What follows belongs to an exercise in optimizing a design on an open flow for small area; a production flow would make more cautious choices. Only simulation tests tie the RTL to the original design; equivalence was not proved. No activity file was given, so power comes from the tool's default toggle rates.

==> job 1165 <==
// tpu_io_ctrl
module tpu_io_ctrl #(
  parameter int WORD_SIZE = 256,
  parameter int ROWS      = 32,
  localparam int ADDR_W   = (ROWS > 1) ? $clog2(ROWS) : 1
) (
  input  logic                 clk,
  input  logic                 rst,
  input  logic                 in_valid,
  input  logic [WORD_SIZE-1:0] gbuff_a,
  input  logic [WORD_SIZE-1:0] gbuff_b,
  input  logic [4:0]           m,
  input  logic [4:0]           n,
  input  logic [4:0]           k,
  output logic                 wr_en,
  output logic [ADDR_W-1:0]    wr_addr,
  output logic [WORD_SIZE-1:0] wr_data_a,
  output logic [WORD_SIZE-1:0] wr_data_b,
  output logic                 start,
  output logic [4:0]           m_o,
  output logic [4:0]           n_o,
  output logic [4:0]           k_o,
  input  logic                 done,
  output logic                 rd_en,
  output logic [ADDR_W-1:0]    rd_addr,
  input  logic [WORD_SIZE-1:0] rd_data,
  output logic                 out_valid,
  output logic [WORD_SIZE-1:0] gbuff_out,
  output logic                 busy,
  output logic                 proto_err
);
==> module tpu_io_ctrl, before the edit <==
module tpu_io_ctrl #(
  parameter int WORD_SIZE = 256,
  parameter int ROWS      = 32,
  localparam int ADDR_W   = (ROWS > 1) ? $clog2(ROWS) : 1
) (
  input  logic                 clk,
  input  logic                 rst,
  input  logic                 in_valid,
  input  logic [WORD_SIZE-1:0] gbuff_a,
  input  logic [WORD_SIZE-1:0] gbuff_b,
  input  logic [4:0]           m,
  input  logic [4:0]           n,
  input  logic [4:0]           k,
  output logic                 wr_en,
  output logic [ADDR_W-1:0]    wr_addr,
  output logic [WORD_SIZE-1:0] wr_data_a,
  output logic [WORD_SIZE-1:0] wr_data_b,
  output logic                 start,
  output logic [4:0]           m_o,
  output logic [4:0]           n_o,
  output logic [4:0]           k_o,
  input  logic                 done,
  output logic                 rd_en,
  output logic [ADDR_W-1:0]    rd_addr,
  input  logic [WORD_SIZE-1:0] rd_data,
  output logic                 out_valid,
  output logic [WORD_SIZE-1:0] gbuff_out,
  output logic                 busy,
  output logic                 proto_err
);
  localparam logic [ADDR_W-1:0] LAST_ROW = ADDR_W'(ROWS - 1);
  logic                 load_q;       
  logic                 run_q;        
  logic                 rd_valid_q;   
  logic                 rd_idle_q;    
  logic                 out_idle_q;   
  logic [ADDR_W-1:0]    cnt_q;        
  logic [WORD_SIZE-1:0] shared_n_q;   
  logic read_ph;    
  logic accept;     
  logic last;       
  logic done_ok;    
  assign wr_addr = cnt_q;
  assign rd_addr = cnt_q;
  assign read_ph = rd_en | out_valid;
  assign busy    = load_q | run_q | read_ph;
  assign accept  = in_valid & ~run_q & ~read_ph;
  assign last    = accept & load_q & (cnt_q == ADDR_W'(ROWS - 2));
  assign start   = run_q & (cnt_q == LAST_ROW);
  assign done_ok = done & run_q & ~start;
  assign wr_data_a = ~shared_n_q;
  assign gbuff_out = ~(shared_n_q | {WORD_SIZE{out_idle_q}});
  logic              cnt_keep;
  logic [ADDR_W:0]   cnt_cy;
  logic [ADDR_W-1:0] cnt_nxt;
  assign cnt_keep  = load_q | rd_en;
  assign cnt_cy[0] = in_valid | rd_en;
  for (genvar i = 0; i < ADDR_W; i++) begin : g_cnt
    assign cnt_nxt[i]  = cnt_keep & (cnt_q[i] ^ cnt_cy[i]);
    assign cnt_cy[i+1] = cnt_cy[i] & cnt_q[i];
  end
  always_ff @(posedge clk or posedge rst) begin
    if (rst) begin
      load_q    <= 1'b0;
      run_q     <= 1'b0;
      wr_en     <= 1'b0;
      rd_en     <= 1'b0;
      out_valid <= 1'b0;
      proto_err <= 1'b0;
    end else begin
      load_q    <= (load_q | accept) & ~last;
      run_q     <= last | (run_q & ~done_ok);
      wr_en     <= accept;
      rd_en     <= done_ok | (rd_en & (cnt_q != LAST_ROW));
      out_valid <= rd_valid_q;
      if ((done & ~run_q) | (in_valid & (run_q | read_ph))) proto_err <= 1'b1;
    end
  end
  always_ff @(posedge clk) begin
    shared_n_q <= ~((rd_data | {WORD_SIZE{rd_idle_q}}) & (gbuff_a | {WORD_SIZE{rd_valid_q}}));
    wr_data_b  <= gbuff_b;
    rd_valid_q <= rd_en;
    rd_idle_q  <= ~rd_en;
    out_idle_q <= ~rd_valid_q;
    cnt_q      <= cnt_nxt;
    if (!busy) begin
      m_o <= m;
      n_o <= n;
      k_o <= k;
    end
  end
endmodule
Settings: LEC_CHECK=0, ABC_AREA=1, CAP_MARGIN=20, CORE_AREA=10 10 390 390, DIE_AREA=0 0 400 400, SLEW_MARGIN=20; clock period 5.0 ns.
standard.sh (not shown) runs the stock make flow with config.mk's settings and CLKGATE_MAP_FILE= SYNTH_SCRIPT=/design/flow/synth_recipe.tcl, a recipe that flattens the netlist after the stock synthesis.
==> flow/flow/run.sh <==
#!/bin/bash
# Layout flow: the standard ORFS flow (the standard.sh) with
#  - port buffers of the smallest buffer cell,
#  - each data input pin placed next to the output pin it feeds (io.tcl),
#  - a clock tree of small buffers without dummy loads.
export IO_CONSTRAINTS="$PWD/flow/io.tcl"
export BUFFER_PORTS_ARGS="-buffer_cell sky130_fd_sc_hd__buf_1"
export CTS_ARGS="-sink_clustering_enable -repair_clock_nets -dont_use_dummy_load -buf_list {sky130_fd_sc_hd__clkbuf_16} -sink_clustering_buffer sky130_fd_sc_hd__clkbuf_8 -sink_clustering_size 20 -sink_clustering_max_diameter 100"

bash standard.sh > standard.log 2>&1
==> flow/flow/io.tcl <==
# Place every pin by hand, spread evenly around the die edge. Each data bit's
# pins sit together (gbuff_a, rd_data, wr_data_a, gbuff_out share a register;
# gbuff_b feeds wr_data_b), so its buffers and registers stay at the edge
# next to them. Control pins sit together in the middle of the left edge, with free
# slots on both sides of the clock pin.
set block [ord::get_db_block]
set die [$block getDieArea]
set dbu [$block getDbUnitsPerMicron]
set W [expr {double([$die xMax]) / $dbu}]
set H [expr {double([$die yMax]) / $dbu}]
set avoid 10.0
# slots, counterclockwise: bottom (met2), right (met3), top (met2), left (met3)
set slots {}
for {set x [expr {0.23 + 0.46 * ceil(($avoid - 0.23) / 0.46)}]} {$x <= $W - $avoid} {set x [expr {$x + 0.46}]} {
  lappend slots [list met2 $x 0.2425 {0.14 0.485}]
}
for {set y [expr {0.34 + 0.68 * ceil(($avoid - 0.34) / 0.68)}]} {$y <= $H - $avoid} {set y [expr {$y + 0.68}]} {
  lappend slots [list met3 [expr {$W - 0.4}] $y {0.8 0.3}]
}
set top {}
for {set x [expr {0.23 + 0.46 * ceil(($avoid - 0.23) / 0.46)}]} {$x <= $W - $avoid} {set x [expr {$x + 0.46}]} {
  lappend top [list met2 $x [expr {$H - 0.2425}] {0.14 0.485}]
}
set slots [concat $slots [lreverse $top]]
set left {}
for {set y [expr {0.34 + 0.68 * ceil(($avoid - 0.34) / 0.68)}]} {$y <= $H - $avoid} {set y [expr {$y + 0.68}]} {
  lappend left [list met3 0.4 $y {0.8 0.3}]
}
set slots [concat $slots [lreverse $left]]

# pin order around the ring
set data {}
for {set i 0} {$i < 256} {incr i} {
  lappend data "gbuff_a\[$i\]" "rd_data\[$i\]" "wr_data_a\[$i\]" "gbuff_out\[$i\]" "gbuff_b\[$i\]" "wr_data_b\[$i\]"
}
set ctrl {{} {} clk {} {} rst in_valid done wr_en start rd_en out_valid busy proto_err}
foreach b {m n k} {
  for {set i 0} {$i < 5} {incr i} { lappend ctrl "$b\[$i\]" "${b}_o\[$i\]" }
}
for {set i 0} {$i < 5} {incr i} { lappend ctrl "wr_addr\[$i\]" "rd_addr\[$i\]" }
# the control pins go where the left edge's middle falls in the ring
set n [llength $slots]
set m [expr {[llength $data] + [llength $ctrl]}]
set nl [llength $left]
set mid [expr {$n - $nl / 2}]
set at [expr {int(round(double($mid) * $m / $n)) - [llength $ctrl] / 2}]
set pins [concat [lrange $data 0 [expr {$at - 1}]] $ctrl [lrange $data $at end]]
for {set j 0} {$j < $m} {incr j} {
  set s [lindex $slots [expr {int(double($j) * $n / $m)}]]
  lassign $s layer x y size
  if {[lindex $pins $j] eq ""} continue
  place_pin -pin_name [lindex $pins $j] -layer $layer -location [list $x $y] -pin_size $size -force_to_die_boundary
}
==> job 6124: changes against job 1165 <==
--- a/flow/design.v
+++ b/flow/design.v
@@ -42,7 +42,8 @@
   logic done_ok;    
   assign wr_addr = cnt_q;
   assign rd_addr = cnt_q;
-  assign read_ph = rd_en | out_valid;
+  assign out_valid = ~out_idle_q;
+  assign read_ph   = rd_en | out_valid;
   assign busy    = load_q | run_q | read_ph;
   assign accept  = in_valid & ~run_q & ~read_ph;
   assign last    = accept & load_q & (cnt_q == ADDR_W'(ROWS - 2));
@@ -65,14 +66,12 @@
       run_q     <= 1'b0;
       wr_en     <= 1'b0;
       rd_en     <= 1'b0;
-      out_valid <= 1'b0;
       proto_err <= 1'b0;
     end else begin
       load_q    <= (load_q | accept) & ~last;
       run_q     <= last | (run_q & ~done_ok);
       wr_en     <= accept;
       rd_en     <= done_ok | (rd_en & (cnt_q != LAST_ROW));
-      out_valid <= rd_valid_q;
       if ((done & ~run_q) | (in_valid & (run_q | read_ph))) proto_err <= 1'b1;
     end
   end
==> flow/flow/run.sh (replaced) <==
#!/bin/bash
# Layout flow: the standard ORFS flow (standard.sh, unchanged synthesis)
# with three changes to how the layout is made:
#  - io.tcl places every pin by hand, evenly around the die edge, with the
#    pins of each data bit next to each other (sourced at the end of
#    floorplan through IO_CONSTRAINTS; place_pins then leaves them alone);
#  - port buffers use the smallest buffer cell (buf_1);
#  - the clock tree uses clkbuf_8 leaf buffers for clusters of at most 20
#    flip-flops, clkbuf_16 above them, and no dummy loads.
# The full output of the ORFS run goes to standard.log; ORFS keeps each
# step's own log under orfs/logs.
export IO_CONSTRAINTS="$PWD/flow/io.tcl"
export BUFFER_PORTS_ARGS="-buffer_cell sky130_fd_sc_hd__buf_1"
export CTS_ARGS="-sink_clustering_enable -repair_clock_nets -dont_use_dummy_load -buf_list {sky130_fd_sc_hd__clkbuf_16} -sink_clustering_buffer sky130_fd_sc_hd__clkbuf_8 -sink_clustering_size 20 -sink_clustering_max_diameter 100"
bash standard.sh > standard.log 2>&1
--- a/flow/flow/io.tcl
+++ b/flow/flow/io.tcl
@@ -31,7 +31,10 @@
 # pin order around the ring
 set data {}
 for {set i 0} {$i < 256} {incr i} {
-  lappend data "gbuff_a\[$i\]" "rd_data\[$i\]" "wr_data_a\[$i\]" "gbuff_out\[$i\]" "gbuff_b\[$i\]" "wr_data_b\[$i\]"
+  lappend data "gbuff_a\[$i\]" "rd_data\[$i\]" "wr_data_a\[$i\]" "gbuff_out\[$i\]"
+}
+for {set i 0} {$i < 256} {incr i} {
+  lappend data "gbuff_b\[$i\]" "wr_data_b\[$i\]"
 }
 set ctrl {{} {} clk {} {} rst in_valid done wr_en start rd_en out_valid busy proto_err}
 foreach b {m n k} {
Settings changed: ABC_AREA 1 to not set, CORE_AREA 10 10 390 390 to 10 10 450 450, DIE_AREA 0 0 400 400 to 0 0 460 460.
==> notes <==
Job 6124 completed with no timing, DRC or antenna violations. Job 1165 went through all stages and came out clean. Against job 6124, the non-clock buffer count of job 1165 is higher by 1. Between job 6124 and job 1165, the lower wire length is in job 6124 (gap about 7%, measured against job 1165). Via count: job 6124 is smaller than job 1165 (2.1%). Between job 6124 and job 1165, the lower final cell count is in job 1165 (gap 12%, measured against job 1165). Of job 1165 and job 6124, job 1165 has the higher sequential share of layout area (gap 1.5 points). Against job 6124, the flip-flop and latch count of job 1165 is higher by 1. Between job 1165 and job 6124, the lower sequential power is in job 1165 (gap about 4%, measured against job 6124).
==> figures <==
| quantity | job 6124 | job 1165 |
|---|---|---|
| Result of the run | complete, no violations | complete, no violations |
| Number of clock-tree buffers in the layout | 34 | 31 |
| Worst Tran Pin Value | 1468 ps | 962.1 ps |
| Reg2reg end | shared_n_q[250] | shared_n_q[87] |
| Non-Clock Buffer Area Fraction | 0.2462 | 0.2554 |
| Total area of multi-input combinational cells | 2748 sq um | 2774 sq um |
| Maximum operating frequency | 0.3078 GHz | 0.3135 GHz |
| Post-Synth XOR/XNOR Area | 0.0005760 | 0 |
| Die extent in x | 460 um | 400 um |
| Count of non-CTS buffers in the layout | 1591 | 1592 |
| Non-clock inverter total of the final layout | 262 | 270 |
| Stages on worst setup path | 4 | 5 |
| Sw frac | 0.4004 | 0.4003 |
| Starting density of the core | 0.07896 | 0.1081 |
| Avg Cell Area, Syn | 10.64 sq um | 10.68 sq um |
| Met1 Use GR | 0.03770 | 0.05679 |

## what the ideal ports hide
The flow's constraints put no driver on any port. The routed layouts listed below were extracted and timed again, unchanged, in two steps. Step 1, drivers: a clkbuf_16 drives clk and a buf_2 each remaining input, both assumed. Step 2 times the ports against the registers' clock, not the clock port: input delays grow and output delays shrink by t, the midpoint of the rising clock arrivals with the driver on. Three values: ideal, step 1, step 2; two values: the first two.
| run | t, ns | setup WS [ns] | worst setup path at the end | latest minus earliest clock arrival (ns) |
|---|---|---|---|---|
| job 1165 | 0.639 | 1.810 / 1.756 / 2.395 | register to output | 0.076 / 0.076 |
| job 6124 | 0.625 | 1.751 / 1.696 / 2.321 | register to output | 0.103 / 0.103 |
After both steps every run listed still meets setup and hold.
